Background: an optimization exercise with open tools, aiming at small area. Do not read the settings as production practice.
No run shown here included a check of the RTL's function; only the layout flow was run.
No activity file was given, so power comes from the tool's default toggle rates.

==> flow/design.v <==
module resample_interp #(
    parameter int SYM_WIDTH = 1,
    parameter int INT_WIDTH = 1,
    parameter int DEC_WIDTH = 14,
    parameter int MU_WIDTH  = 8,
    parameter int DEPTH     = 8,
    parameter int CNT_WIDTH = 16,
    localparam int DW = SYM_WIDTH + INT_WIDTH + DEC_WIDTH,
    localparam int LW = $clog2(DEPTH) + 1
) (
    input  logic                 clk,
    input  logic                 rst,
    input  logic                 flush,
    input  logic                 in_valid,
    input  logic [DW-1:0]        in_i,
    input  logic [DW-1:0]        in_q,
    input  logic                 mk,
    input  logic [MU_WIDTH-1:0]  mu,
    input  logic                 mode,
    input  logic                 out_ready,
    output logic                 out_valid,
    output logic [DW-1:0]        out_i,
    output logic [DW-1:0]        out_q,
    output logic [LW-1:0]        fifo_level,
    output logic                 overflow,
    output logic [CNT_WIDTH-1:0] sym_cnt
);
    localparam int AW = $clog2(DEPTH);
    localparam logic [DW-1:0] SGN = DW'(1) << (DW - 1);
    logic                 strobe;
    logic                 x_zero;
    logic [DW-1:0]        x_i, x_q;
    logic                 s1_valid, s2_valid, s3_valid;
    logic [DW-1:0]        s1_a_i, s1_a_q;
    logic [MU_WIDTH-1:0]  s1_mu;
    logic [DW-1:0]        s2_y_i, s2_y_q, s3_y_i, s3_y_q;
    logic [DW-1:0]        y_i, y_q;
    logic [DW-1:0]        mem_i [DEPTH];
    logic [DW-1:0]        mem_q [DEPTH];
    logic [AW-1:0]        wr_ptr, rd_ptr;
    logic                 full, pop, wr_ok;
    assign strobe = in_valid && mk;
    always_ff @(posedge clk or posedge rst) begin
        if (rst) begin
            x_zero   <= 1'b1;
            s1_valid <= 1'b0;
            s2_valid <= 1'b0;
            s3_valid <= 1'b0;
        end else if (flush) begin
            x_zero   <= 1'b1;
            s1_valid <= 1'b0;
            s2_valid <= 1'b0;
            s3_valid <= 1'b0;
        end else begin
            if (in_valid) x_zero <= 1'b0;
            s1_valid <= strobe;
            s2_valid <= s1_valid;
            s3_valid <= s2_valid;
        end
    end
    always_ff @(posedge clk) begin
        if (in_valid) begin
            x_i <= in_i ^ SGN;
            x_q <= in_q ^ SGN;
        end
        s1_a_i <= !mode ? in_i ^ SGN : x_zero ? SGN : x_i;
        s1_a_q <= !mode ? in_q ^ SGN : x_zero ? SGN : x_q;
        s1_mu  <= mu;
        s2_y_i <= y_i ^ SGN;
        s2_y_q <= y_q ^ SGN;
        s3_y_i <= s2_y_i;
        s3_y_q <= s2_y_q;
    end
    logic [15:0] ari_1;
    logic [15:0] ari_2;
    logic [15:0] ari_3;
    logic [15:0] ari_4;
    logic [15:0] ari_5;
    logic [15:0] ari_6;
    logic [15:0] ari_7;
    logic [15:0] ari_8;
    logic ari_9;
    logic ari_10;
    logic ari_11;
    logic ari_12;
    logic ari_13;
    logic ari_14;
    logic ari_15;
    logic ari_16;
    logic ari_17;
    logic ari_18;
    logic ari_19;
    logic ari_20;
    logic ari_21;
    logic ari_22;
    logic ari_23;
    logic ari_24;
    logic ari_25;
    logic ari_26;
    logic ari_27;
    logic ari_28;
    logic ari_29;
    logic ari_30;
    logic ari_31;
    logic ari_32;
    logic ari_33;
    logic ari_34;
    logic ari_35;
    logic ari_36;
    logic ari_37;
    logic ari_38;
    logic ari_39;
    logic ari_40;
    logic ari_41;
    logic ari_42;
    logic ari_43;
    logic ari_44;
    logic ari_45;
    logic ari_46;
    logic ari_47;
    logic ari_48;
    logic ari_49;
    logic ari_50;
    logic ari_51;
    logic ari_52;
    logic ari_53;
    logic ari_54;
    logic ari_55;
    logic ari_56;
    logic ari_57;
    logic ari_58;
    logic ari_59;
    logic ari_60;
    logic ari_61;
    logic ari_62;
    logic ari_63;
    logic ari_64;
    logic ari_65;
    logic ari_66;
    logic ari_67;
    logic ari_68;
    logic ari_69;
    logic ari_70;
    logic ari_71;
    logic ari_72;
    logic ari_73;
    logic ari_74;
    logic ari_75;
    logic ari_76;
    logic ari_77;
    logic ari_78;
    logic ari_79;
    logic ari_80;
    logic ari_81;
    logic ari_82;
    logic ari_83;
    logic ari_84;
    logic ari_85;
    logic ari_86;
    logic ari_87;
    logic ari_88;
    logic ari_89;
    logic ari_90;
    logic ari_91;
    logic ari_92;
    logic ari_93;
    logic ari_94;
    logic ari_95;
    logic ari_96;
    logic ari_97;
    logic ari_98;
    logic ari_99;
    logic ari_100;
    logic ari_101;
    logic ari_102;
    logic ari_103;
    logic ari_104;
    logic ari_105;
    logic ari_106;
    logic ari_107;
    logic ari_108;
    logic ari_109;
    logic ari_110;
    logic ari_111;
    logic ari_112;
    logic ari_113;
    logic ari_114;
    logic ari_115;
    logic ari_116;
    logic ari_117;
    logic ari_118;
    logic ari_119;
    logic ari_120;
    logic ari_121;
    logic ari_122;
    logic ari_123;
    logic ari_124;
    logic ari_125;
    logic ari_126;
    logic ari_127;
    logic ari_128;
    logic ari_129;
    logic ari_130;
    logic ari_131;
    logic ari_132;
    logic ari_133;
    logic ari_134;
    logic ari_135;
    logic ari_136;
    logic ari_137;
    logic ari_138;
    logic ari_139;
    logic ari_140;
    logic ari_141;
    logic ari_142;
    logic ari_143;
    logic ari_144;
    logic ari_145;
    logic ari_146;
    logic ari_147;
    logic ari_148;
    logic ari_149;
    logic ari_150;
    logic ari_151;
    logic ari_152;
    logic ari_153;
    logic ari_154;
    logic ari_155;
    logic ari_156;
    logic ari_157;
    logic ari_158;
    logic ari_159;
    logic ari_160;
    logic ari_161;
    logic ari_162;
    logic ari_163;
    logic ari_164;
    logic ari_165;
    logic ari_166;
    logic ari_167;
    logic ari_168;
    logic ari_169;
    logic ari_170;
    logic ari_171;
    logic ari_172;
    logic ari_173;
    logic ari_174;
    logic ari_175;
    logic ari_176;
    logic ari_177;
    logic ari_178;
    logic ari_179;
    logic ari_180;
    logic ari_181;
    logic ari_182;
    logic ari_183;
    logic ari_184;
    logic ari_185;
    logic ari_186;
    logic ari_187;
    logic ari_188;
    logic ari_189;
    logic ari_190;
    logic ari_191;
    logic ari_192;
    logic ari_193;
    logic ari_194;
    logic ari_195;
    logic ari_196;
    logic ari_197;
    logic ari_198;
    logic ari_199;
    logic ari_200;
    logic ari_201;
    logic ari_202;
    logic ari_203;
    logic ari_204;
    logic ari_205;
    logic ari_206;
    logic ari_207;
    logic ari_208;
    logic ari_209;
    logic ari_210;
    logic ari_211;
    logic ari_212;
    logic ari_213;
    logic ari_214;
    logic ari_215;
    logic ari_216;
    logic ari_217;
    logic ari_218;
    logic ari_219;
    logic ari_220;
    logic ari_221;
    logic ari_222;
    logic ari_223;
    logic ari_224;
    logic ari_225;
    logic ari_226;
    logic ari_227;
    logic ari_228;
    logic ari_229;
    logic ari_230;
    logic ari_231;
    logic ari_232;
    logic ari_233;
    logic ari_234;
    logic ari_235;
    logic ari_236;
    logic ari_237;
    logic ari_238;
    logic ari_239;
    logic ari_240;
    logic ari_241;
    logic ari_242;
    logic ari_243;
    logic ari_244;
    logic ari_245;
    logic ari_246;
    logic ari_247;
    logic ari_248;
    logic ari_249;
    logic ari_250;
    logic ari_251;
    logic ari_252;
    logic ari_253;
    logic ari_254;
    logic ari_255;
    logic ari_256;
    logic ari_257;
    logic ari_258;
    logic ari_259;
    logic ari_260;
    logic ari_261;
    logic ari_262;
    logic ari_263;
    logic ari_264;
    logic ari_265;
    logic ari_266;
    logic ari_267;
    logic ari_268;
    logic ari_269;
    logic ari_270;
    logic ari_271;
    logic ari_272;
    logic ari_273;
    logic ari_274;
    logic ari_275;
    logic ari_276;
    logic ari_277;
    logic ari_278;
    logic ari_279;
    logic ari_280;
    logic ari_281;
    logic ari_282;
    logic ari_283;
    logic ari_284;
    logic ari_285;
    logic ari_286;
    logic ari_287;
    logic ari_288;
    logic ari_289;
    logic ari_290;
    logic ari_291;
    logic ari_292;
    logic ari_293;
    logic ari_294;
    logic ari_295;
    logic ari_296;
    logic ari_297;
    logic ari_298;
    logic ari_299;
    logic ari_300;
    logic ari_301;
    logic ari_302;
    logic ari_303;
    logic ari_304;
    logic ari_305;
    logic ari_306;
    logic ari_307;
    logic ari_308;
    logic ari_309;
    logic ari_310;
    logic ari_311;
    logic ari_312;
    logic ari_313;
    logic ari_314;
    logic ari_315;
    logic ari_316;
    logic ari_317;
    logic ari_318;
    logic ari_319;
    logic ari_320;
    logic ari_321;
    logic ari_322;
    assign ari_1 = s1_mu[0] ? x_i : s1_a_i;
    assign ari_2 = s1_mu[1] ? x_i : s1_a_i;
    assign ari_3 = s1_mu[2] ? x_i : s1_a_i;
    assign ari_4 = s1_mu[3] ? x_i : s1_a_i;
    assign ari_5 = s1_mu[4] ? x_i : s1_a_i;
    assign ari_6 = s1_mu[5] ? x_i : s1_a_i;
    assign ari_7 = s1_mu[6] ? x_i : s1_a_i;
    assign ari_8 = s1_mu[7] ? x_i : s1_a_i;
    assign ari_9 = ~(s1_a_i[7] ^ ari_1[7]);
    assign ari_10 = s1_a_i[7] | ari_1[7];
    ri_ha u_ari_11 (s1_a_i[1], ari_1[1], ari_11, ari_12);
    ri_fa u_ari_13 (s1_a_i[2], ari_1[2], ari_2[1], ari_13, ari_14);
    ri_ha u_ari_15 (ari_3[0], ari_12, ari_15, ari_16);
    ri_fa u_ari_17 (s1_a_i[3], ari_1[3], ari_2[2], ari_17, ari_18);
    ri_fa u_ari_19 (ari_3[1], ari_4[0], ari_14, ari_19, ari_20);
    ri_ha u_ari_21 (ari_16, ari_17, ari_21, ari_22);
    ri_fa u_ari_23 (s1_a_i[4], ari_1[4], ari_2[3], ari_23, ari_24);
    ri_fa u_ari_25 (ari_3[2], ari_4[1], ari_5[0], ari_25, ari_26);
    ri_fa u_ari_27 (ari_18, ari_23, ari_25, ari_27, ari_28);
    ri_ha u_ari_29 (ari_22, ari_20, ari_29, ari_30);
    ri_fa u_ari_31 (s1_a_i[5], ari_1[5], ari_2[4], ari_31, ari_32);
    ri_fa u_ari_33 (ari_3[3], ari_4[2], ari_5[1], ari_33, ari_34);
    ri_fa u_ari_35 (ari_6[0], ari_24, ari_26, ari_35, ari_36);
    ri_fa u_ari_37 (ari_31, ari_33, ari_28, ari_37, ari_38);
    ri_ha u_ari_39 (ari_35, ari_30, ari_39, ari_40);
    ri_fa u_ari_41 (s1_a_i[6], ari_1[6], ari_2[5], ari_41, ari_42);
    ri_fa u_ari_43 (ari_3[4], ari_4[3], ari_5[2], ari_43, ari_44);
    ri_fa u_ari_45 (ari_6[1], ari_7[0], ari_32, ari_45, ari_46);
    ri_fa u_ari_47 (ari_34, ari_41, ari_43, ari_47, ari_48);
    ri_fa u_ari_49 (ari_36, ari_45, ari_47, ari_49, ari_50);
    ri_ha u_ari_51 (ari_38, ari_40, ari_51, ari_52);
    ri_fa u_ari_53 (ari_2[6], ari_3[5], ari_4[4], ari_53, ari_54);
    ri_fa u_ari_55 (ari_5[3], ari_6[2], ari_7[1], ari_55, ari_56);
    ri_fa u_ari_57 (ari_8[0], ari_9, ari_42, ari_57, ari_58);
    ri_fa u_ari_59 (ari_44, ari_53, ari_55, ari_59, ari_60);
    ri_fa u_ari_61 (ari_46, ari_48, ari_57, ari_61, ari_62);
    ri_fa u_ari_63 (ari_59, ari_50, ari_61, ari_63, ari_64);
    ri_fa u_ari_65 (s1_a_i[8], ari_1[8], ari_2[7], ari_65, ari_66);
    ri_fa u_ari_67 (ari_3[6], ari_4[5], ari_5[4], ari_67, ari_68);
    ri_fa u_ari_69 (ari_6[3], ari_7[2], ari_8[1], ari_69, ari_70);
    ri_fa u_ari_71 (ari_10, ari_54, ari_56, ari_71, ari_72);
    ri_fa u_ari_73 (ari_65, ari_67, ari_69, ari_73, ari_74);
    ri_fa u_ari_75 (ari_58, ari_60, ari_71, ari_75, ari_76);
    ri_fa u_ari_77 (ari_73, ari_62, ari_75, ari_77, ari_78);
    ri_fa u_ari_79 (s1_a_i[9], ari_1[9], ari_2[8], ari_79, ari_80);
    ri_fa u_ari_81 (ari_3[7], ari_4[6], ari_5[5], ari_81, ari_82);
    ri_fa u_ari_83 (ari_6[4], ari_7[3], ari_8[2], ari_83, ari_84);
    ri_fa u_ari_85 (ari_66, ari_68, ari_70, ari_85, ari_86);
    ri_fa u_ari_87 (ari_79, ari_81, ari_83, ari_87, ari_88);
    ri_fa u_ari_89 (ari_72, ari_74, ari_85, ari_89, ari_90);
    ri_fa u_ari_91 (ari_87, ari_76, ari_89, ari_91, ari_92);
    ri_fa u_ari_93 (s1_a_i[10], ari_1[10], ari_2[9], ari_93, ari_94);
    ri_fa u_ari_95 (ari_3[8], ari_4[7], ari_5[6], ari_95, ari_96);
    ri_fa u_ari_97 (ari_6[5], ari_7[4], ari_8[3], ari_97, ari_98);
    ri_fa u_ari_99 (ari_80, ari_82, ari_84, ari_99, ari_100);
    ri_fa u_ari_101 (ari_93, ari_95, ari_97, ari_101, ari_102);
    ri_fa u_ari_103 (ari_86, ari_88, ari_99, ari_103, ari_104);
    ri_fa u_ari_105 (ari_101, ari_90, ari_103, ari_105, ari_106);
    ri_fa u_ari_107 (s1_a_i[11], ari_1[11], ari_2[10], ari_107, ari_108);
    ri_fa u_ari_109 (ari_3[9], ari_4[8], ari_5[7], ari_109, ari_110);
    ri_fa u_ari_111 (ari_6[6], ari_7[5], ari_8[4], ari_111, ari_112);
    ri_fa u_ari_113 (ari_94, ari_96, ari_98, ari_113, ari_114);
    ri_fa u_ari_115 (ari_107, ari_109, ari_111, ari_115, ari_116);
    ri_fa u_ari_117 (ari_100, ari_102, ari_113, ari_117, ari_118);
    ri_fa u_ari_119 (ari_115, ari_104, ari_117, ari_119, ari_120);
    ri_fa u_ari_121 (s1_a_i[12], ari_1[12], ari_2[11], ari_121, ari_122);
    ri_fa u_ari_123 (ari_3[10], ari_4[9], ari_5[8], ari_123, ari_124);
    ri_fa u_ari_125 (ari_6[7], ari_7[6], ari_8[5], ari_125, ari_126);
    ri_fa u_ari_127 (ari_108, ari_110, ari_112, ari_127, ari_128);
    ri_fa u_ari_129 (ari_121, ari_123, ari_125, ari_129, ari_130);
    ri_fa u_ari_131 (ari_114, ari_116, ari_127, ari_131, ari_132);
    ri_fa u_ari_133 (ari_129, ari_118, ari_131, ari_133, ari_134);
    ri_fa u_ari_135 (s1_a_i[13], ari_1[13], ari_2[12], ari_135, ari_136);
    ri_fa u_ari_137 (ari_3[11], ari_4[10], ari_5[9], ari_137, ari_138);
    ri_fa u_ari_139 (ari_6[8], ari_7[7], ari_8[6], ari_139, ari_140);
    ri_fa u_ari_141 (ari_122, ari_124, ari_126, ari_141, ari_142);
    ri_fa u_ari_143 (ari_135, ari_137, ari_139, ari_143, ari_144);
    ri_fa u_ari_145 (ari_128, ari_130, ari_141, ari_145, ari_146);
    ri_fa u_ari_147 (ari_143, ari_132, ari_145, ari_147, ari_148);
    ri_fa u_ari_149 (s1_a_i[14], ari_1[14], ari_2[13], ari_149, ari_150);
    ri_fa u_ari_151 (ari_3[12], ari_4[11], ari_5[10], ari_151, ari_152);
    ri_fa u_ari_153 (ari_6[9], ari_7[8], ari_8[7], ari_153, ari_154);
    ri_fa u_ari_155 (ari_136, ari_138, ari_140, ari_155, ari_156);
    ri_fa u_ari_157 (ari_149, ari_151, ari_153, ari_157, ari_158);
    ri_fa u_ari_159 (ari_142, ari_144, ari_155, ari_159, ari_160);
    ri_fa u_ari_161 (ari_157, ari_146, ari_159, ari_161, ari_162);
    ri_fa u_ari_163 (s1_a_i[15], ari_1[15], ari_2[14], ari_163, ari_164);
    ri_fa u_ari_165 (ari_3[13], ari_4[12], ari_5[11], ari_165, ari_166);
    ri_fa u_ari_167 (ari_6[10], ari_7[9], ari_8[8], ari_167, ari_168);
    ri_fa u_ari_169 (ari_150, ari_152, ari_154, ari_169, ari_170);
    ri_fa u_ari_171 (ari_163, ari_165, ari_167, ari_171, ari_172);
    ri_fa u_ari_173 (ari_156, ari_158, ari_169, ari_173, ari_174);
    ri_fa u_ari_175 (ari_171, ari_160, ari_173, ari_175, ari_176);
    ri_fa u_ari_177 (ari_2[15], ari_3[14], ari_4[13], ari_177, ari_178);
    ri_fa u_ari_179 (ari_5[12], ari_6[11], ari_7[10], ari_179, ari_180);
    ri_fa u_ari_181 (ari_8[9], ari_164, ari_166, ari_181, ari_182);
    ri_fa u_ari_183 (ari_168, ari_177, ari_179, ari_183, ari_184);
    ri_fa u_ari_185 (ari_170, ari_172, ari_181, ari_185, ari_186);
    ri_fa u_ari_187 (ari_183, ari_174, ari_185, ari_187, ari_188);
    ri_fa u_ari_189 (ari_3[15], ari_4[14], ari_5[13], ari_189, ari_190);
    ri_fa u_ari_191 (ari_6[12], ari_7[11], ari_8[10], ari_191, ari_192);
    ri_fa u_ari_193 (ari_178, ari_180, ari_189, ari_193, ari_194);
    ri_fa u_ari_195 (ari_191, ari_182, ari_184, ari_195, ari_196);
    ri_fa u_ari_197 (ari_193, ari_186, ari_195, ari_197, ari_198);
    ri_fa u_ari_199 (ari_4[15], ari_5[14], ari_6[13], ari_199, ari_200);
    ri_fa u_ari_201 (ari_7[12], ari_8[11], ari_190, ari_201, ari_202);
    ri_fa u_ari_203 (ari_192, ari_199, ari_194, ari_203, ari_204);
    ri_fa u_ari_205 (ari_201, ari_196, ari_203, ari_205, ari_206);
    ri_fa u_ari_207 (ari_5[15], ari_6[14], ari_7[13], ari_207, ari_208);
    ri_fa u_ari_209 (ari_8[12], ari_200, ari_207, ari_209, ari_210);
    ri_fa u_ari_211 (ari_202, ari_209, ari_204, ari_211, ari_212);
    ri_fa u_ari_213 (ari_6[15], ari_7[14], ari_8[13], ari_213, ari_214);
    ri_fa u_ari_215 (ari_208, ari_213, ari_210, ari_215, ari_216);
    ri_fa u_ari_217 (ari_7[15], ari_8[14], ari_214, ari_217, ari_218);
    assign ari_219 = s1_a_i[0] & ari_1[0];
    ri_maj u_ari_220 (ari_2[0], ari_11, ari_219, ari_220);
    ri_maj u_ari_221 (ari_13, ari_15, ari_220, ari_221);
    ri_maj u_ari_222 (ari_21, ari_19, ari_221, ari_222);
    ri_maj u_ari_223 (ari_27, ari_29, ari_222, ari_223);
    ri_maj u_ari_224 (ari_39, ari_37, ari_223, ari_224);
    ri_maj u_ari_225 (ari_49, ari_51, ari_224, ari_225);
    ri_maj u_ari_226 (ari_52, ari_63, ari_225, ari_226);
    ri_ha u_ari_227 (ari_64, ari_77, ari_227, ari_228);
    ri_ha u_ari_229 (ari_78, ari_91, ari_229, ari_230);
    ri_ha u_ari_231 (ari_92, ari_105, ari_231, ari_232);
    ri_ha u_ari_233 (ari_106, ari_119, ari_233, ari_234);
    ri_ha u_ari_235 (ari_120, ari_133, ari_235, ari_236);
    ri_ha u_ari_237 (ari_134, ari_147, ari_237, ari_238);
    ri_ha u_ari_239 (ari_148, ari_161, ari_239, ari_240);
    ri_ha u_ari_241 (ari_162, ari_175, ari_241, ari_242);
    ri_ha u_ari_243 (ari_176, ari_187, ari_243, ari_244);
    ri_ha u_ari_245 (ari_188, ari_197, ari_245, ari_246);
    ri_ha u_ari_247 (ari_198, ari_205, ari_247, ari_248);
    ri_ha u_ari_249 (ari_206, ari_211, ari_249, ari_250);
    ri_ha u_ari_251 (ari_215, ari_212, ari_251, ari_252);
    ri_ha u_ari_253 (ari_217, ari_216, ari_253, ari_254);
    ri_ha u_ari_255 (ari_8[15], ari_218, ari_255, ari_256);
    assign ari_257 = ari_228 | (ari_227 & ari_226);
    assign ari_258 = ari_230 | (ari_229 & ari_257);
    assign ari_259 = ari_234 | (ari_233 & ari_232);
    assign ari_260 = ari_233 & ari_231;
    assign ari_261 = ari_238 | (ari_237 & ari_236);
    assign ari_262 = ari_237 & ari_235;
    assign ari_263 = ari_242 | (ari_241 & ari_240);
    assign ari_264 = ari_241 & ari_239;
    assign ari_265 = ari_246 | (ari_245 & ari_244);
    assign ari_266 = ari_245 & ari_243;
    assign ari_267 = ari_250 | (ari_249 & ari_248);
    assign ari_268 = ari_249 & ari_247;
    assign ari_269 = ari_254 | (ari_253 & ari_252);
    assign ari_270 = ari_253 & ari_251;
    assign ari_271 = 1'b0 | (1'b0 & ari_256);
    assign ari_272 = 1'b0 & ari_255;
    assign ari_273 = ari_232 | (ari_231 & ari_258);
    assign ari_274 = ari_259 | (ari_260 & ari_258);
    assign ari_275 = ari_240 | (ari_239 & ari_261);
    assign ari_276 = ari_239 & ari_262;
    assign ari_277 = ari_263 | (ari_264 & ari_261);
    assign ari_278 = ari_264 & ari_262;
    assign ari_279 = ari_248 | (ari_247 & ari_265);
    assign ari_280 = ari_247 & ari_266;
    assign ari_281 = ari_267 | (ari_268 & ari_265);
    assign ari_282 = ari_268 & ari_266;
    assign ari_283 = ari_256 | (ari_255 & ari_269);
    assign ari_284 = ari_255 & ari_270;
    assign ari_285 = ari_271 | (ari_272 & ari_269);
    assign ari_286 = ari_272 & ari_270;
    assign ari_287 = ari_236 | (ari_235 & ari_274);
    assign ari_288 = ari_261 | (ari_262 & ari_274);
    assign ari_289 = ari_275 | (ari_276 & ari_274);
    assign ari_290 = ari_277 | (ari_278 & ari_274);
    assign ari_291 = ari_252 | (ari_251 & ari_281);
    assign ari_292 = ari_251 & ari_282;
    assign ari_293 = ari_269 | (ari_270 & ari_281);
    assign ari_294 = ari_270 & ari_282;
    assign ari_295 = ari_283 | (ari_284 & ari_281);
    assign ari_296 = ari_284 & ari_282;
    assign ari_297 = ari_285 | (ari_286 & ari_281);
    assign ari_298 = ari_286 & ari_282;
    assign ari_299 = ari_244 | (ari_243 & ari_290);
    assign ari_300 = ari_265 | (ari_266 & ari_290);
    assign ari_301 = ari_279 | (ari_280 & ari_290);
    assign ari_302 = ari_281 | (ari_282 & ari_290);
    assign ari_303 = ari_291 | (ari_292 & ari_290);
    assign ari_304 = ari_293 | (ari_294 & ari_290);
    assign ari_305 = ari_295 | (ari_296 & ari_290);
    assign ari_306 = ari_297 | (ari_298 & ari_290);
    assign ari_307 = ari_227 ^ ari_226;
    assign ari_308 = ari_229 ^ ari_257;
    assign ari_309 = ari_231 ^ ari_258;
    assign ari_310 = ari_233 ^ ari_273;
    assign ari_311 = ari_235 ^ ari_274;
    assign ari_312 = ari_237 ^ ari_287;
    assign ari_313 = ari_239 ^ ari_288;
    assign ari_314 = ari_241 ^ ari_289;
    assign ari_315 = ari_243 ^ ari_290;
    assign ari_316 = ari_245 ^ ari_299;
    assign ari_317 = ari_247 ^ ari_300;
    assign ari_318 = ari_249 ^ ari_301;
    assign ari_319 = ari_251 ^ ari_302;
    assign ari_320 = ari_253 ^ ari_303;
    assign ari_321 = ari_255 ^ ari_304;
    assign ari_322 = 1'b0 ^ ari_305;
    assign y_i = {ari_322, ari_321, ari_320, ari_319, ari_318, ari_317, ari_316, ari_315, ari_314, ari_313, ari_312, ari_311, ari_310, ari_309, ari_308, ari_307};
    logic [15:0] arq_1;
    logic [15:0] arq_2;
    logic [15:0] arq_3;
    logic [15:0] arq_4;
    logic [15:0] arq_5;
    logic [15:0] arq_6;
    logic [15:0] arq_7;
    logic [15:0] arq_8;
    logic arq_9;
    logic arq_10;
    logic arq_11;
    logic arq_12;
    logic arq_13;
    logic arq_14;
    logic arq_15;
    logic arq_16;
    logic arq_17;
    logic arq_18;
    logic arq_19;
    logic arq_20;
    logic arq_21;
    logic arq_22;
    logic arq_23;
    logic arq_24;
    logic arq_25;
    logic arq_26;
    logic arq_27;
    logic arq_28;
    logic arq_29;
    logic arq_30;
    logic arq_31;
    logic arq_32;
    logic arq_33;
    logic arq_34;
    logic arq_35;
    logic arq_36;
    logic arq_37;
    logic arq_38;
    logic arq_39;
    logic arq_40;
    logic arq_41;
    logic arq_42;
    logic arq_43;
    logic arq_44;
    logic arq_45;
    logic arq_46;
    logic arq_47;
    logic arq_48;
    logic arq_49;
    logic arq_50;
    logic arq_51;
    logic arq_52;
    logic arq_53;
    logic arq_54;
    logic arq_55;
    logic arq_56;
    logic arq_57;
    logic arq_58;
    logic arq_59;
    logic arq_60;
    logic arq_61;
    logic arq_62;
    logic arq_63;
    logic arq_64;
    logic arq_65;
    logic arq_66;
    logic arq_67;
    logic arq_68;
    logic arq_69;
    logic arq_70;
    logic arq_71;
    logic arq_72;
    logic arq_73;
    logic arq_74;
    logic arq_75;
    logic arq_76;
    logic arq_77;
    logic arq_78;
    logic arq_79;
    logic arq_80;
    logic arq_81;
    logic arq_82;
    logic arq_83;
    logic arq_84;
    logic arq_85;
    logic arq_86;
    logic arq_87;
    logic arq_88;
    logic arq_89;
    logic arq_90;
    logic arq_91;
    logic arq_92;
    logic arq_93;
    logic arq_94;
    logic arq_95;
    logic arq_96;
    logic arq_97;
    logic arq_98;
    logic arq_99;
    logic arq_100;
    logic arq_101;
    logic arq_102;
    logic arq_103;
    logic arq_104;
    logic arq_105;
    logic arq_106;
    logic arq_107;
    logic arq_108;
    logic arq_109;
    logic arq_110;
    logic arq_111;
    logic arq_112;
    logic arq_113;
    logic arq_114;
    logic arq_115;
    logic arq_116;
    logic arq_117;
    logic arq_118;
    logic arq_119;
    logic arq_120;
    logic arq_121;
    logic arq_122;
    logic arq_123;
    logic arq_124;
    logic arq_125;
    logic arq_126;
    logic arq_127;
    logic arq_128;
    logic arq_129;
    logic arq_130;
    logic arq_131;
    logic arq_132;
    logic arq_133;
    logic arq_134;
    logic arq_135;
    logic arq_136;
    logic arq_137;
    logic arq_138;
    logic arq_139;
    logic arq_140;
    logic arq_141;
    logic arq_142;
    logic arq_143;
    logic arq_144;
    logic arq_145;
    logic arq_146;
    logic arq_147;
    logic arq_148;
    logic arq_149;
    logic arq_150;
    logic arq_151;
    logic arq_152;
    logic arq_153;
    logic arq_154;
    logic arq_155;
    logic arq_156;
    logic arq_157;
    logic arq_158;
    logic arq_159;
    logic arq_160;
    logic arq_161;
    logic arq_162;
    logic arq_163;
    logic arq_164;
    logic arq_165;
    logic arq_166;
    logic arq_167;
    logic arq_168;
    logic arq_169;
    logic arq_170;
    logic arq_171;
    logic arq_172;
    logic arq_173;
    logic arq_174;
    logic arq_175;
    logic arq_176;
    logic arq_177;
    logic arq_178;
    logic arq_179;
    logic arq_180;
    logic arq_181;
    logic arq_182;
    logic arq_183;
    logic arq_184;
    logic arq_185;
    logic arq_186;
    logic arq_187;
    logic arq_188;
    logic arq_189;
    logic arq_190;
    logic arq_191;
    logic arq_192;
    logic arq_193;
    logic arq_194;
    logic arq_195;
    logic arq_196;
    logic arq_197;
    logic arq_198;
    logic arq_199;
    logic arq_200;
    logic arq_201;
    logic arq_202;
    logic arq_203;
    logic arq_204;
    logic arq_205;
    logic arq_206;
    logic arq_207;
    logic arq_208;
    logic arq_209;
    logic arq_210;
    logic arq_211;
    logic arq_212;
    logic arq_213;
    logic arq_214;
    logic arq_215;
    logic arq_216;
    logic arq_217;
    logic arq_218;
    logic arq_219;
    logic arq_220;
    logic arq_221;
    logic arq_222;
    logic arq_223;
    logic arq_224;
    logic arq_225;
    logic arq_226;
    logic arq_227;
    logic arq_228;
    logic arq_229;
    logic arq_230;
    logic arq_231;
    logic arq_232;
    logic arq_233;
    logic arq_234;
    logic arq_235;
    logic arq_236;
    logic arq_237;
    logic arq_238;
    logic arq_239;
    logic arq_240;
    logic arq_241;
    logic arq_242;
    logic arq_243;
    logic arq_244;
    logic arq_245;
    logic arq_246;
    logic arq_247;
    logic arq_248;
    logic arq_249;
    logic arq_250;
    logic arq_251;
    logic arq_252;
    logic arq_253;
    logic arq_254;
    logic arq_255;
    logic arq_256;
    logic arq_257;
    logic arq_258;
    logic arq_259;
    logic arq_260;
    logic arq_261;
    logic arq_262;
    logic arq_263;
    logic arq_264;
    logic arq_265;
    logic arq_266;
    logic arq_267;
    logic arq_268;
    logic arq_269;
    logic arq_270;
    logic arq_271;
    logic arq_272;
    logic arq_273;
    logic arq_274;
    logic arq_275;
    logic arq_276;
    logic arq_277;
    logic arq_278;
    logic arq_279;
    logic arq_280;
    logic arq_281;
    logic arq_282;
    logic arq_283;
    logic arq_284;
    logic arq_285;
    logic arq_286;
    logic arq_287;
    logic arq_288;
    logic arq_289;
    logic arq_290;
    logic arq_291;
    logic arq_292;
    logic arq_293;
    logic arq_294;
    logic arq_295;
    logic arq_296;
    logic arq_297;
    logic arq_298;
    logic arq_299;
    logic arq_300;
    logic arq_301;
    logic arq_302;
    logic arq_303;
    logic arq_304;
    logic arq_305;
    logic arq_306;
    logic arq_307;
    logic arq_308;
    logic arq_309;
    logic arq_310;
    logic arq_311;
    logic arq_312;
    logic arq_313;
    logic arq_314;
    logic arq_315;
    logic arq_316;
    logic arq_317;
    logic arq_318;
    logic arq_319;
    logic arq_320;
    logic arq_321;
    logic arq_322;
    assign arq_1 = s1_mu[0] ? x_q : s1_a_q;
    assign arq_2 = s1_mu[1] ? x_q : s1_a_q;
    assign arq_3 = s1_mu[2] ? x_q : s1_a_q;
    assign arq_4 = s1_mu[3] ? x_q : s1_a_q;
    assign arq_5 = s1_mu[4] ? x_q : s1_a_q;
    assign arq_6 = s1_mu[5] ? x_q : s1_a_q;
    assign arq_7 = s1_mu[6] ? x_q : s1_a_q;
    assign arq_8 = s1_mu[7] ? x_q : s1_a_q;
    assign arq_9 = ~(s1_a_q[7] ^ arq_1[7]);
    assign arq_10 = s1_a_q[7] | arq_1[7];
    ri_ha u_arq_11 (s1_a_q[1], arq_1[1], arq_11, arq_12);
    ri_fa u_arq_13 (s1_a_q[2], arq_1[2], arq_2[1], arq_13, arq_14);
    ri_ha u_arq_15 (arq_3[0], arq_12, arq_15, arq_16);
    ri_fa u_arq_17 (s1_a_q[3], arq_1[3], arq_2[2], arq_17, arq_18);
    ri_fa u_arq_19 (arq_3[1], arq_4[0], arq_14, arq_19, arq_20);
    ri_ha u_arq_21 (arq_16, arq_17, arq_21, arq_22);
    ri_fa u_arq_23 (s1_a_q[4], arq_1[4], arq_2[3], arq_23, arq_24);
    ri_fa u_arq_25 (arq_3[2], arq_4[1], arq_5[0], arq_25, arq_26);
    ri_fa u_arq_27 (arq_18, arq_23, arq_25, arq_27, arq_28);
    ri_ha u_arq_29 (arq_22, arq_20, arq_29, arq_30);
    ri_fa u_arq_31 (s1_a_q[5], arq_1[5], arq_2[4], arq_31, arq_32);
    ri_fa u_arq_33 (arq_3[3], arq_4[2], arq_5[1], arq_33, arq_34);
    ri_fa u_arq_35 (arq_6[0], arq_24, arq_26, arq_35, arq_36);
    ri_fa u_arq_37 (arq_31, arq_33, arq_28, arq_37, arq_38);
    ri_ha u_arq_39 (arq_35, arq_30, arq_39, arq_40);
    ri_fa u_arq_41 (s1_a_q[6], arq_1[6], arq_2[5], arq_41, arq_42);
    ri_fa u_arq_43 (arq_3[4], arq_4[3], arq_5[2], arq_43, arq_44);
    ri_fa u_arq_45 (arq_6[1], arq_7[0], arq_32, arq_45, arq_46);
    ri_fa u_arq_47 (arq_34, arq_41, arq_43, arq_47, arq_48);
    ri_fa u_arq_49 (arq_36, arq_45, arq_47, arq_49, arq_50);
    ri_ha u_arq_51 (arq_38, arq_40, arq_51, arq_52);
    ri_fa u_arq_53 (arq_2[6], arq_3[5], arq_4[4], arq_53, arq_54);
    ri_fa u_arq_55 (arq_5[3], arq_6[2], arq_7[1], arq_55, arq_56);
    ri_fa u_arq_57 (arq_8[0], arq_9, arq_42, arq_57, arq_58);
    ri_fa u_arq_59 (arq_44, arq_53, arq_55, arq_59, arq_60);
    ri_fa u_arq_61 (arq_46, arq_48, arq_57, arq_61, arq_62);
    ri_fa u_arq_63 (arq_59, arq_50, arq_61, arq_63, arq_64);
    ri_fa u_arq_65 (s1_a_q[8], arq_1[8], arq_2[7], arq_65, arq_66);
    ri_fa u_arq_67 (arq_3[6], arq_4[5], arq_5[4], arq_67, arq_68);
    ri_fa u_arq_69 (arq_6[3], arq_7[2], arq_8[1], arq_69, arq_70);
    ri_fa u_arq_71 (arq_10, arq_54, arq_56, arq_71, arq_72);
    ri_fa u_arq_73 (arq_65, arq_67, arq_69, arq_73, arq_74);
    ri_fa u_arq_75 (arq_58, arq_60, arq_71, arq_75, arq_76);
    ri_fa u_arq_77 (arq_73, arq_62, arq_75, arq_77, arq_78);
    ri_fa u_arq_79 (s1_a_q[9], arq_1[9], arq_2[8], arq_79, arq_80);
    ri_fa u_arq_81 (arq_3[7], arq_4[6], arq_5[5], arq_81, arq_82);
    ri_fa u_arq_83 (arq_6[4], arq_7[3], arq_8[2], arq_83, arq_84);
    ri_fa u_arq_85 (arq_66, arq_68, arq_70, arq_85, arq_86);
    ri_fa u_arq_87 (arq_79, arq_81, arq_83, arq_87, arq_88);
    ri_fa u_arq_89 (arq_72, arq_74, arq_85, arq_89, arq_90);
    ri_fa u_arq_91 (arq_87, arq_76, arq_89, arq_91, arq_92);
    ri_fa u_arq_93 (s1_a_q[10], arq_1[10], arq_2[9], arq_93, arq_94);
    ri_fa u_arq_95 (arq_3[8], arq_4[7], arq_5[6], arq_95, arq_96);
    ri_fa u_arq_97 (arq_6[5], arq_7[4], arq_8[3], arq_97, arq_98);
    ri_fa u_arq_99 (arq_80, arq_82, arq_84, arq_99, arq_100);
    ri_fa u_arq_101 (arq_93, arq_95, arq_97, arq_101, arq_102);
    ri_fa u_arq_103 (arq_86, arq_88, arq_99, arq_103, arq_104);
    ri_fa u_arq_105 (arq_101, arq_90, arq_103, arq_105, arq_106);
    ri_fa u_arq_107 (s1_a_q[11], arq_1[11], arq_2[10], arq_107, arq_108);
    ri_fa u_arq_109 (arq_3[9], arq_4[8], arq_5[7], arq_109, arq_110);
    ri_fa u_arq_111 (arq_6[6], arq_7[5], arq_8[4], arq_111, arq_112);
    ri_fa u_arq_113 (arq_94, arq_96, arq_98, arq_113, arq_114);
    ri_fa u_arq_115 (arq_107, arq_109, arq_111, arq_115, arq_116);
    ri_fa u_arq_117 (arq_100, arq_102, arq_113, arq_117, arq_118);
    ri_fa u_arq_119 (arq_115, arq_104, arq_117, arq_119, arq_120);
    ri_fa u_arq_121 (s1_a_q[12], arq_1[12], arq_2[11], arq_121, arq_122);
    ri_fa u_arq_123 (arq_3[10], arq_4[9], arq_5[8], arq_123, arq_124);
    ri_fa u_arq_125 (arq_6[7], arq_7[6], arq_8[5], arq_125, arq_126);
    ri_fa u_arq_127 (arq_108, arq_110, arq_112, arq_127, arq_128);
    ri_fa u_arq_129 (arq_121, arq_123, arq_125, arq_129, arq_130);
    ri_fa u_arq_131 (arq_114, arq_116, arq_127, arq_131, arq_132);
    ri_fa u_arq_133 (arq_129, arq_118, arq_131, arq_133, arq_134);
    ri_fa u_arq_135 (s1_a_q[13], arq_1[13], arq_2[12], arq_135, arq_136);
    ri_fa u_arq_137 (arq_3[11], arq_4[10], arq_5[9], arq_137, arq_138);
    ri_fa u_arq_139 (arq_6[8], arq_7[7], arq_8[6], arq_139, arq_140);
    ri_fa u_arq_141 (arq_122, arq_124, arq_126, arq_141, arq_142);
    ri_fa u_arq_143 (arq_135, arq_137, arq_139, arq_143, arq_144);
    ri_fa u_arq_145 (arq_128, arq_130, arq_141, arq_145, arq_146);
    ri_fa u_arq_147 (arq_143, arq_132, arq_145, arq_147, arq_148);
    ri_fa u_arq_149 (s1_a_q[14], arq_1[14], arq_2[13], arq_149, arq_150);
    ri_fa u_arq_151 (arq_3[12], arq_4[11], arq_5[10], arq_151, arq_152);
    ri_fa u_arq_153 (arq_6[9], arq_7[8], arq_8[7], arq_153, arq_154);
    ri_fa u_arq_155 (arq_136, arq_138, arq_140, arq_155, arq_156);
    ri_fa u_arq_157 (arq_149, arq_151, arq_153, arq_157, arq_158);
    ri_fa u_arq_159 (arq_142, arq_144, arq_155, arq_159, arq_160);
    ri_fa u_arq_161 (arq_157, arq_146, arq_159, arq_161, arq_162);
    ri_fa u_arq_163 (s1_a_q[15], arq_1[15], arq_2[14], arq_163, arq_164);
    ri_fa u_arq_165 (arq_3[13], arq_4[12], arq_5[11], arq_165, arq_166);
    ri_fa u_arq_167 (arq_6[10], arq_7[9], arq_8[8], arq_167, arq_168);
    ri_fa u_arq_169 (arq_150, arq_152, arq_154, arq_169, arq_170);
    ri_fa u_arq_171 (arq_163, arq_165, arq_167, arq_171, arq_172);
    ri_fa u_arq_173 (arq_156, arq_158, arq_169, arq_173, arq_174);
    ri_fa u_arq_175 (arq_171, arq_160, arq_173, arq_175, arq_176);
    ri_fa u_arq_177 (arq_2[15], arq_3[14], arq_4[13], arq_177, arq_178);
    ri_fa u_arq_179 (arq_5[12], arq_6[11], arq_7[10], arq_179, arq_180);
    ri_fa u_arq_181 (arq_8[9], arq_164, arq_166, arq_181, arq_182);
    ri_fa u_arq_183 (arq_168, arq_177, arq_179, arq_183, arq_184);
    ri_fa u_arq_185 (arq_170, arq_172, arq_181, arq_185, arq_186);
    ri_fa u_arq_187 (arq_183, arq_174, arq_185, arq_187, arq_188);
    ri_fa u_arq_189 (arq_3[15], arq_4[14], arq_5[13], arq_189, arq_190);
    ri_fa u_arq_191 (arq_6[12], arq_7[11], arq_8[10], arq_191, arq_192);
    ri_fa u_arq_193 (arq_178, arq_180, arq_189, arq_193, arq_194);
    ri_fa u_arq_195 (arq_191, arq_182, arq_184, arq_195, arq_196);
    ri_fa u_arq_197 (arq_193, arq_186, arq_195, arq_197, arq_198);
    ri_fa u_arq_199 (arq_4[15], arq_5[14], arq_6[13], arq_199, arq_200);
    ri_fa u_arq_201 (arq_7[12], arq_8[11], arq_190, arq_201, arq_202);
    ri_fa u_arq_203 (arq_192, arq_199, arq_194, arq_203, arq_204);
    ri_fa u_arq_205 (arq_201, arq_196, arq_203, arq_205, arq_206);
    ri_fa u_arq_207 (arq_5[15], arq_6[14], arq_7[13], arq_207, arq_208);
    ri_fa u_arq_209 (arq_8[12], arq_200, arq_207, arq_209, arq_210);
    ri_fa u_arq_211 (arq_202, arq_209, arq_204, arq_211, arq_212);
    ri_fa u_arq_213 (arq_6[15], arq_7[14], arq_8[13], arq_213, arq_214);
    ri_fa u_arq_215 (arq_208, arq_213, arq_210, arq_215, arq_216);
    ri_fa u_arq_217 (arq_7[15], arq_8[14], arq_214, arq_217, arq_218);
    assign arq_219 = s1_a_q[0] & arq_1[0];
    ri_maj u_arq_220 (arq_2[0], arq_11, arq_219, arq_220);
    ri_maj u_arq_221 (arq_13, arq_15, arq_220, arq_221);
    ri_maj u_arq_222 (arq_21, arq_19, arq_221, arq_222);
    ri_maj u_arq_223 (arq_27, arq_29, arq_222, arq_223);
    ri_maj u_arq_224 (arq_39, arq_37, arq_223, arq_224);
    ri_maj u_arq_225 (arq_49, arq_51, arq_224, arq_225);
    ri_maj u_arq_226 (arq_52, arq_63, arq_225, arq_226);
    ri_ha u_arq_227 (arq_64, arq_77, arq_227, arq_228);
    ri_ha u_arq_229 (arq_78, arq_91, arq_229, arq_230);
    ri_ha u_arq_231 (arq_92, arq_105, arq_231, arq_232);
    ri_ha u_arq_233 (arq_106, arq_119, arq_233, arq_234);
    ri_ha u_arq_235 (arq_120, arq_133, arq_235, arq_236);
    ri_ha u_arq_237 (arq_134, arq_147, arq_237, arq_238);
    ri_ha u_arq_239 (arq_148, arq_161, arq_239, arq_240);
    ri_ha u_arq_241 (arq_162, arq_175, arq_241, arq_242);
    ri_ha u_arq_243 (arq_176, arq_187, arq_243, arq_244);
    ri_ha u_arq_245 (arq_188, arq_197, arq_245, arq_246);
    ri_ha u_arq_247 (arq_198, arq_205, arq_247, arq_248);
    ri_ha u_arq_249 (arq_206, arq_211, arq_249, arq_250);
    ri_ha u_arq_251 (arq_215, arq_212, arq_251, arq_252);
    ri_ha u_arq_253 (arq_217, arq_216, arq_253, arq_254);
    ri_ha u_arq_255 (arq_8[15], arq_218, arq_255, arq_256);
    assign arq_257 = arq_228 | (arq_227 & arq_226);
    assign arq_258 = arq_230 | (arq_229 & arq_257);
    assign arq_259 = arq_234 | (arq_233 & arq_232);
    assign arq_260 = arq_233 & arq_231;
    assign arq_261 = arq_238 | (arq_237 & arq_236);
    assign arq_262 = arq_237 & arq_235;
    assign arq_263 = arq_242 | (arq_241 & arq_240);
    assign arq_264 = arq_241 & arq_239;
    assign arq_265 = arq_246 | (arq_245 & arq_244);
    assign arq_266 = arq_245 & arq_243;
    assign arq_267 = arq_250 | (arq_249 & arq_248);
    assign arq_268 = arq_249 & arq_247;
    assign arq_269 = arq_254 | (arq_253 & arq_252);
    assign arq_270 = arq_253 & arq_251;
    assign arq_271 = 1'b0 | (1'b0 & arq_256);
    assign arq_272 = 1'b0 & arq_255;
    assign arq_273 = arq_232 | (arq_231 & arq_258);
    assign arq_274 = arq_259 | (arq_260 & arq_258);
    assign arq_275 = arq_240 | (arq_239 & arq_261);
    assign arq_276 = arq_239 & arq_262;
    assign arq_277 = arq_263 | (arq_264 & arq_261);
    assign arq_278 = arq_264 & arq_262;
    assign arq_279 = arq_248 | (arq_247 & arq_265);
    assign arq_280 = arq_247 & arq_266;
    assign arq_281 = arq_267 | (arq_268 & arq_265);
    assign arq_282 = arq_268 & arq_266;
    assign arq_283 = arq_256 | (arq_255 & arq_269);
    assign arq_284 = arq_255 & arq_270;
    assign arq_285 = arq_271 | (arq_272 & arq_269);
    assign arq_286 = arq_272 & arq_270;
    assign arq_287 = arq_236 | (arq_235 & arq_274);
    assign arq_288 = arq_261 | (arq_262 & arq_274);
    assign arq_289 = arq_275 | (arq_276 & arq_274);
    assign arq_290 = arq_277 | (arq_278 & arq_274);
    assign arq_291 = arq_252 | (arq_251 & arq_281);
    assign arq_292 = arq_251 & arq_282;
    assign arq_293 = arq_269 | (arq_270 & arq_281);
    assign arq_294 = arq_270 & arq_282;
    assign arq_295 = arq_283 | (arq_284 & arq_281);
    assign arq_296 = arq_284 & arq_282;
    assign arq_297 = arq_285 | (arq_286 & arq_281);
    assign arq_298 = arq_286 & arq_282;
    assign arq_299 = arq_244 | (arq_243 & arq_290);
    assign arq_300 = arq_265 | (arq_266 & arq_290);
    assign arq_301 = arq_279 | (arq_280 & arq_290);
    assign arq_302 = arq_281 | (arq_282 & arq_290);
    assign arq_303 = arq_291 | (arq_292 & arq_290);
    assign arq_304 = arq_293 | (arq_294 & arq_290);
    assign arq_305 = arq_295 | (arq_296 & arq_290);
    assign arq_306 = arq_297 | (arq_298 & arq_290);
    assign arq_307 = arq_227 ^ arq_226;
    assign arq_308 = arq_229 ^ arq_257;
    assign arq_309 = arq_231 ^ arq_258;
    assign arq_310 = arq_233 ^ arq_273;
    assign arq_311 = arq_235 ^ arq_274;
    assign arq_312 = arq_237 ^ arq_287;
    assign arq_313 = arq_239 ^ arq_288;
    assign arq_314 = arq_241 ^ arq_289;
    assign arq_315 = arq_243 ^ arq_290;
    assign arq_316 = arq_245 ^ arq_299;
    assign arq_317 = arq_247 ^ arq_300;
    assign arq_318 = arq_249 ^ arq_301;
    assign arq_319 = arq_251 ^ arq_302;
    assign arq_320 = arq_253 ^ arq_303;
    assign arq_321 = arq_255 ^ arq_304;
    assign arq_322 = 1'b0 ^ arq_305;
    assign y_q = {arq_322, arq_321, arq_320, arq_319, arq_318, arq_317, arq_316, arq_315, arq_314, arq_313, arq_312, arq_311, arq_310, arq_309, arq_308, arq_307};
    assign full      = fifo_level == LW'(DEPTH);
    assign out_valid = fifo_level != '0;
    assign pop       = out_valid && out_ready;
    assign wr_ok     = s3_valid && (!full || pop);
    always_comb begin
        out_i = '0;
        out_q = '0;
        for (int k = 0; k < DEPTH; k++) begin
            if (out_valid && rd_ptr == AW'(k)) begin
                out_i = out_i | mem_i[k];
                out_q = out_q | mem_q[k];
            end
        end
    end
    always_ff @(posedge clk) begin
        if (!full || pop) begin
            mem_i[wr_ptr] <= s3_y_i;
            mem_q[wr_ptr] <= s3_y_q;
        end
    end
    always_ff @(posedge clk or posedge rst) begin
        if (rst) begin
            wr_ptr     <= '0;
            rd_ptr     <= '0;
            fifo_level <= '0;
            overflow   <= 1'b0;
            sym_cnt    <= '0;
        end else if (flush) begin
            wr_ptr     <= '0;
            rd_ptr     <= '0;
            fifo_level <= '0;
            overflow   <= 1'b0;
            sym_cnt    <= '0;
        end else begin
            if (wr_ok) begin
                wr_ptr  <= wr_ptr + AW'(1);
                sym_cnt <= sym_cnt + CNT_WIDTH'(1);
            end
            if (pop) begin
                rd_ptr <= rd_ptr + AW'(1);
            end
            case ({wr_ok, pop})
                2'b10:   fifo_level <= fifo_level + LW'(1);
                2'b01:   fifo_level <= fifo_level - LW'(1);
                default: fifo_level <= fifo_level;
            endcase
            if (s3_valid && !wr_ok) begin
                overflow <= 1'b1;
            end
        end
    end
endmodule
module ri_fa (
    input  logic a, b, c,
    output logic s, co
);
    assign s  = a ^ b ^ c;
    assign co = (a & b) | (c & (a ^ b));
endmodule
module ri_maj (
    input  logic a, b, c,
    output logic co
);
    assign co = (a & b) | (c & (a ^ b));
endmodule
module ri_ha (
    input  logic a, b,
    output logic s, co
);
    assign s  = a ^ b;
    assign co = a & b;
endmodule
==> flow/flow/run.sh <==
#!/bin/bash
# Layout flow: the standard ORFS flow (standard.sh, unchanged synthesis)
# with two changes to the layout steps:
#   * port buffers use the smallest buffer (buf_1) instead of the resizer's
#     default choice; every input and output port still gets a buffer;
#   * clock tree synthesis runs without dummy loads, with the same clustering
#     settings as config.mk.
# Each tool's full output is in orfs/logs/ (one log per step); make's own
# output goes to flow_make.log in the work folder.
set -euo pipefail
export BUFFER_PORTS_ARGS="-buffer_cell sky130_fd_sc_hd__buf_1"
export CTS_ARGS="-sink_clustering_enable -repair_clock_nets -dont_use_dummy_load -buf_list sky130_fd_sc_hd__clkbuf_4 -sink_clustering_size 10 -sink_clustering_max_diameter 35"
bash standard.sh > flow_make.log 2>&1
==> flow/standard.sh <==
#!/bin/bash
# synth_recipe.tcl (not shown) runs the flow's synth.tcl, then flattens the netlist and writes it again
# the make line also repeats each setting of config.mk as NAME=value (left out here)
make -C /OpenROAD-flow-scripts/flow DESIGN_CONFIG=/design/flow/config.mk WORK_HOME=/design/flow/orfs CLKGATE_MAP_FILE= SYNTH_SCRIPT=/design/flow/synth_recipe.tcl "${@:-finish}"
==> flow/config.mk <==
export PLATFORM = sky130hd
export DESIGN_NAME = resample_interp
export DESIGN_NICKNAME = resample_interp
export VERILOG_FILES = /design/flow/design.v
export SDC_FILE = /design/flow/constraint.sdc
export NUM_CORES = 4
export LEC_CHECK = 0
export CAP_MARGIN = 20
export CORE_MARGIN = 2
export CORE_UTILIZATION = 65
export PLACE_DENSITY = 0.75
export SLEW_MARGIN = 20
export SYNTH_HIERARCHICAL = 1
export SYNTH_MINIMUM_KEEP_SIZE = 0
==> flow/constraint.sdc <==
create_clock -name core_clock -period 6.0 [get_ports {clk}]
set_input_delay 1.2000 -clock core_clock [delete_from_list [all_inputs] [get_ports {clk}]]
set_output_delay 1.2000 -clock core_clock [all_outputs]
set_load 0.01 [all_outputs]
==> run notes, run 1 <==
* Ys flop type: edfxtp_1
* Routed via count at 13300
* Layout Area Growth over Synthesis at 6.03%
* Setup Skew at 94.7 ps
* H-tree depth at 3
* Clock Latency Late Sink at 780 ps
* Starting Density at 0.659
* Top fanout value on the critical path at 11
* Critical setup path kind: reg -> reg
* Slew margin rel. at 0.266
* Period minus WS final at 5550 ps
* Routed vias/inst at 6.33
* EDFF count, synth at between 200 and 300
* First-pass GRT wire length at 79700 um
* CTS Buffer Depth at 3
* Commonest cells post-synth: edfxtp_1 (288), mux2_2 (238), fa_1 (197)
* CP Capture Type: flop
* Setup crit start: s1_mu[0]$_DFF_P_
* Largest net degree at the start of global routing at 63
* GPL Wtd Cong at roughly 0.9
* Final worst-path cycle share at 0.925
* Measured slew at the worst slew-check pin at around 1100 ps
* Die H at about 190 um
* Reg clk slew, reported paths at ~100 ps
* Antenna viol nets, final at 0
* CTS resizes at 0
* Status: finished clean
* Number of CTS-inserted buffers at between 60 and 70
* CTS tree: yes
* Root Driver: clkbuf_4
* Synth Cell Area at approximately 23000 um^2
* Pleak at between 9 and 10 nW
* DIE AREA at 36500 um^2
* FP Rows at 68
* Drt total wl at between 50000 and 60000 um
* Initial antenna violation count at 1
* Vias in the first global route at roughly 14000
* I/O pin count at slightly above 100
* Final setup viols at 0
* Drt first-iter violations at around 1200
* Slowest stage delay, CP at approximately 690 ps
* Die X at between 150 and 200 um
* PortBufs at 100
* Yosys top cell by area: edfxtp_1
* Crit-path most repeated cell: fa_1
* Core area at roughly 35000 um^2
* Hold WC Path Type: reg -> reg
* Finished Core Util at 0.699
* Distinct cells, synth at 49
* Yosys Warn Count at 7
* RSZ-0062 raised after global routing: false
* Tot Pwr at ~12 mW
* Required time worst endpoint at around 6700 ps
* Final Hold Viols at 0
* CP top delay family: adder cells
* Setup_tns at 0 ps
* GR Util All Layers at 0.290
* Max_cap viols at 0
* Syn avg cell area at 14.9 um^2
* Post-Syn Nets at 1852
* DR DRC count at 0
* VDD IR max at 0.289 mV
* GRT overflow at 0
* Syn Inst Count at 1530
* Postcts setup bufs at 0
* Pwr/cell area at between 400 and 500 nW/um^2
* Top cell type's share of synthesized area at 0.380
* Sequential fraction of the synthesis area at 0.505
* Crit path buf inv count at 1
* Layout cells sized above 1 at 0.222
* Startpoint Class: flop
* Critical-path cell with the highest stage delay: dfxtp_1
* Slew Limit Fails at 0
* Worst reg2reg startpoint: s1_mu[0]$_DFF_P_
* Share of flip-flops with an asynchronous set or reset at 0.0733
* Router iterations before antenna repair at 11
* Fmax at between 150 and 200 MHz
* Hold Startpoint: s2_y_i[1]$_DFF_P_
* WP data arrival at 6200 ps
* Most common cell in the netlist: edfxtp_1
* Clk sink count at between 400 and 500
* Cts hold-fix bufs at 0
* Synthesized flop and latch total at 423
* Final HPWL DP at roughly 33000 um
* Final #Nets at 1974
* Top cells by area, synth: edfxtp_1 (38%), fa_1 (17%), mux2_2 (12%)
* DR WL/cell at 24.0 um
* Worst path cell trace: buf_4, mux2_2, fa_1, fa_1, fa_1, fa_1, ha_1, a21o_1, ha_1, or2_2, ha_1, o211ai_1, a211oi_1, or2_2, a221oi_1, xnor2_1
## registers in the layout, indices dropped and copies added, names as in the netlist
register / flops
s3_valid: 1
x_i: 16
overflow: 1
fifo_level: 4
s3_y_i: 16
s2_y_q: 16
s1_a_i: 16
mem_q: 128
s2_valid: 1
x_zero: 1
s1_mu: 8
s2_y_i: 16
s1_a_q: 16
rd_ptr: 3
s3_y_q: 16
s1_valid: 1
sym_cnt: 16
x_q: 16
mem_i: 128
wr_ptr: 3
## kinds of logic after synthesis
group / after synthesis / synth area share
AO/OA/AOI/OAI: 210 / 0.0702
XOR/XNOR: 35 / 0.0135
adder cells (fa/ha/maj): 275 / 0.216
buffers and inverters: 133 / 0.0258
flip-flops: 423 / 0.505
multiplexers: 247 / 0.122
AND/OR/NAND/NOR: 207 / 0.0474
## final cells by class
| type | count | area [um^2] |
|---|---|---|
| flip-flops and latches | 423 | 11500 |
| fillers | 2449 | 10400 |
| inverters | 52 | 195 |
| multi-input cells | 974 | 10700 |
| diodes | 1 | 2.50 |
| well taps | 455 | 569 |
| repair buffers | 134 | 633 |
| clock buffers | 67 | 503 |
## final timing paths
check	endpoint	slack, ps	cells after the start
max	s2_y_q[14]$_DFF_P_	450	16
min	s3_y_i[1]$_DFF_P_	280	0
max reg2reg	s2_y_q[14]$_DFF_P_	450	16
min reg2reg	s3_y_i[1]$_DFF_P_	280	0
max in group asynchronous	x_zero$_DFFE_PP1P_	5160	3
min in group asynchronous	overflow$_DFFE_PP0P_	520	3
## modules after synthesis (local to each module, per instance)
module / area [um^2] / copies in the design / cells / flip-flops and latches
ri_fa: 20.0 / 196 / 1 / 0
ri_maj: 20.0 / 14 / 2 / 0
ri_ha: 12.5 / 42 / 1 / 0
resample_interp: 18000 / 1 / 1264 / 423
## report_power, final
part | internal [mW] | switching [mW] | total [mW]
Clock | 0.512 | 0.887 | 1.40
Combinational | 2.89 | 3.39 | 6.28
Sequential | 3.92 | 0.453 | 4.38
## layout by cell type (no fill, tap or decap), drive strengths merged, types with 3 or more instances in the layout
master / instances
clkbuf: 69
o211ai: 3
fa: 197
a221oi: 4
ha: 78
xor2: 18
edfxtp: 288
a22oi: 32
or2: 8
and4: 4
o211a: 3
mux2: 238
nand4: 4
mux2i: 9
inv: 52
nor3: 14
nor2b: 4
o21ai: 50
dfxtp: 104
and2: 7
a21oi: 15
nor2: 47
a21o: 22
nand3: 40
buf: 132
and3: 9
nand2: 35
nand2b: 3
dfrtp: 30
a222oi: 64
xnor2: 17
a211oi: 5
nand3b: 30
## stage by stage
| stage | worst slack [ps] | instance area (um^2) | hold slack (ps) | std cells |
|---|---|---|---|---|
| 2_1_floorplan | 643 | 22800 | 310 | 1530 |
| 3_3_place_gp | 560 | 23600 | 313 | 2038 |
| 3_5_place_dp | 433 | 23600 | 313 | 2038 |
| 4_1_cts | 412 | 24100 | 279 | 2105 |
| 5_1_grt | 106 | 24100 | 283 | 2106 |
| 6_report | 452 | 24100 | 277 | 2106 |
## layer usage
metal,global-route usage,share of wire
met5,0,0
met4,0.0970,0.025
met3,0.0441,0.069
met2,0.469,0.49
met1,0.409,0.42
==> run 2: changes to the inputs <==
--- a/flow/flow/run.sh
+++ b/flow/flow/run.sh
@@ -11,3 +11,3 @@
 export BUFFER_PORTS_ARGS="-buffer_cell sky130_fd_sc_hd__buf_1"
-export CTS_ARGS="-sink_clustering_enable -repair_clock_nets -dont_use_dummy_load -buf_list sky130_fd_sc_hd__clkbuf_4 -sink_clustering_size 10 -sink_clustering_max_diameter 35"
+export CTS_ARGS="-sink_clustering_enable -repair_clock_nets -dont_use_dummy_load -buf_list sky130_fd_sc_hd__clkbuf_8 -sink_clustering_size 20 -sink_clustering_max_diameter 50"
 bash standard.sh > flow_make.log 2>&1
==> run 2 against run 1 <==
Against the previous run: sequential cell count is the same; worst hold slack improved by 20 ps; area after synthesis unchanged; fmax increased by 0.18%; total power fell by 0.21%; clock power about the same; critical path type unchanged; largest cell class unchanged; largest power group unchanged; highest routed layer unchanged.
==> run notes, run 2 <==
* GR Util All Layers at 0.287
* Reg clk slew, reported paths at ~100 ps
* Placed cell count at 2038
* Top fanout value on the critical path at 11
* Worst reg2reg startpoint: s1_mu[0]$_DFF_P_
* Most frequent cells in the layout: edfxtp_1 (288), mux2_2 (238), fa_1 (197), dfxtp_1 (104), buf_1 (98)
* EDFF count, synth at ~290
* CTS tree: yes
* Routed vias/inst at ~6.3
* Most common cell in the netlist: edfxtp_1
* Ys flop type: edfxtp_1
* Hold Startpoint: s2_y_q[3]$_DFF_P_
* CTS resizes at 0
* Measured slew at the worst slew-check pin at approximately 1100 ps
* Core area at around 35000 um^2
* Router iterations before antenna repair at 6
* VDD IR max at 0.288 mV
* Yosys Warn Count at 7
* Status: finished clean
* Layout Area Growth over Synthesis at 5.98%
* Postcts setup bufs at 0
* First-pass GRT wire length at 79000 um
* Cells on Worst Hold Path at 0
* Max_cap viols at 0
* Largest net degree at the start of global routing at 63
* Final Hold Viols at 0
* DIE AREA at 36500 um^2
* Post-Syn Nets at between 1500 and 2000
* GRT overflow at 0
* Drt total wl at 50200 um
* Final #Nets at roughly 2000
* Slew margin rel. at 0.261
* Die X at approximately 190 um
* H-tree depth at 2
* Finished Cell Area at about 24000 um^2
* Final worst-path cycle share at 0.923
* CP Capture Type: flop
* GPL Wtd Cong at around 0.9
* Slew Limit Fails at 0
* Drt first-iter violations at between 1000 and 1500
* Post-Place Cell Area at between 20000 and 25000 um^2
* FP Rows at between 60 and 70
* Root Driver: clkbuf_8
* Setup Skew at between 80 and 90 ps
* Distinct cells, synth at between 40 and 50
* Critical setup path kind: reg -> reg
* Number of CTS-inserted buffers at 36
* Die H at between 150 and 200 um
* Startpoint Class: flop
* Share of flip-flops with an asynchronous set or reset at 0.0733
* Antenna viol nets, final at 0
* Required time worst endpoint at approximately 6500 ps
* Fmax at 181 MHz
* Hold WC Path Type: reg -> reg
* Clk sink count at 423
* DR DRC count at 0
* Setup_tns at 0 ps
* Starting Density at 0.659
* DR WL/cell at approximately 24 um
* Top flop regs: mem_i x128, mem_q x128
* Period minus WS final at 5540 ps
* WP data arrival at between 6000 and 7000 ps
* R2R setup slack at ~460 ps
* Pleak at between 9 and 10 nW
* Tot Pwr at 12.0 mW
* Finished Core Util at 0.699
* Commonest cells post-synth: edfxtp_1 (288), mux2_2 (238), fa_1 (197)
* Syn avg cell area at about 15 um^2
* Layout cells sized above 1 at 0.208
* PortBufs at 100
* Post-Layout Cell Count at around 2100
* RSZ-0062 raised after global routing: false
* CTS Buffer Depth at 3
* I/O pin count at around 100
* Sequential fraction of the synthesis area at 0.505
* Top cells by area, synth: edfxtp_1 (38%), fa_1 (17%), mux2_2 (12%)
* Top cell type's share of synthesized area at 0.380
* Initial antenna violation count at 0
* Most common cell after layout, fill and taps aside: edfxtp_1
* Pre-CTS setup slack at 433 ps
* Routed via count at 13200
* Worst hold slack at 297 ps
* Cell count of the worst reg-to-reg path at 16
* Hold path endpoint: s3_y_q[3]$_DFF_P_
* Antenna diodes at 0
* Pwr/cell area at 498 nW/um^2
* Vias in the first global route at between 10000 and 15000
* Setup ws final at about 460 ps
* Final HPWL DP at between 30000 and 40000 um
* Synthesized flop and latch total at ~420
* Synth Cell Area at between 20000 and 25000 um^2
* FF-to-FF End: s2_y_q[14]$_DFF_P_
* Final setup viols at 0
* Cts hold-fix bufs at 0
* Syn Inst Count at about 1500
* Yosys top cell by area: edfxtp_1
* Clock Latency Late Sink at approximately 630 ps
==> run 2: cell counts after synthesis <==
Identical to the previous run, type by type.
==> run 2: worst max-delay path by stage <==
stage                              end             start  cells past startpoint
finish              s2_y_q[14]$_DFF_P_  s1_mu[0]$_DFF_P_                     16
global route        s2_y_q[14]$_DFF_P_  s1_mu[0]$_DFF_P_                     16
CTS                 s2_y_q[14]$_DFF_P_  s1_mu[0]$_DFF_P_                     16
detailed placement  s2_y_q[14]$_DFF_P_  s1_mu[0]$_DFF_P_                     16
global placement    s2_y_i[14]$_DFF_P_  s1_mu[0]$_DFF_P_                     17
floorplan           s2_y_i[15]$_DFF_P_  s1_mu[2]$_DFF_P_                     17
==> run 2: layout make-up <==
cell class	instances	area [um^2]
clock buffer	36	495
sequential	423	11500
inverter	52	195
timing repair buffer	134	633
tap	455	569
fill	2442	10400
multi-input combinational	974	10700
==> run 2: report_power, final <==
| group | total (mW) | internal [mW] | switching [mW] |
|---|---|---|---|
| Sequential | 4.37 | 3.92 | 0.450 |
| Clock | 1.39 | 0.538 | 0.855 |
| Combinational | 6.26 | 2.89 | 3.38 |
| Total | 12.0 | 7.34 | 4.68 |
==> run 2: metal layers <==
metal  up-vias  share of wire  GRT usage
met1      6741           0.43      0.407
met2       447           0.49      0.468
met4         0          0.022     0.0870
met3        86          0.062     0.0415
met5         -              0          0
li1       5880              -          -
==> run 2: worst max-delay path, stage by stage, from the launching register on <==
cell	delay, ps
dfxtp_1	690
buf_4	250
mux2_2	350
fa_1	410
fa_1	440
fa_1	460
fa_1	490
ha_1	300
a21o_1	190
ha_1	180
or2_2	270
ha_1	190
o211ai_1	240
a211oi_1	140
or2_2	310
a221oi_1	390
xnor2_1	180
==> run 2: cell families (layout without fill, tap and decap cells) <==
group                    Yosys count  after routing  synth area share
multiplexers                     247            247             0.122
flip-flops                       423            423             0.505
adder cells (fa/ha/maj)          275            275             0.216
buffers and inverters            133            222            0.0258
XOR/XNOR                          35             35            0.0135
AO/OA/AOI/OAI                    210            210            0.0702
AND/OR/NAND/NOR                  207            207            0.0474
==> run 2: modules after synthesis (local to each module, per instance) <==
module / flops+latches / times used / cells inside / area [um^2]
ri_maj: 0 / 14 / 2 / 20.0
ri_fa: 0 / 196 / 1 / 20.0
resample_interp: 423 / 1 / 1264 / 18000
ri_ha: 0 / 42 / 1 / 12.5

==> static timing again, ports no longer ideal <==
No port has a modelled driver above. Below, the same layouts with a new extraction and two added sets of constraints. Step 1 assumes that a clkbuf_16 drives the clock port and a buf_2 every other input. Step 2 moves the port delays by t, midway between the first and last clock arrival at a register: inputs arrive t later, outputs are due t later. That takes back most of the time a late clock gives input paths. a / b / c = ideal ports / drivers / drivers and shift; a / b = the first two.
run | t (ns) | slack for setup (ns) | worst setup path at the end
run 1 | 0.786 | 0.452 / 0.452 / 0.452 | register to register
run 2 | 0.637 | 0.462 / 0.462 / 0.462 | register to register
After both steps every run listed still meets setup and hold.
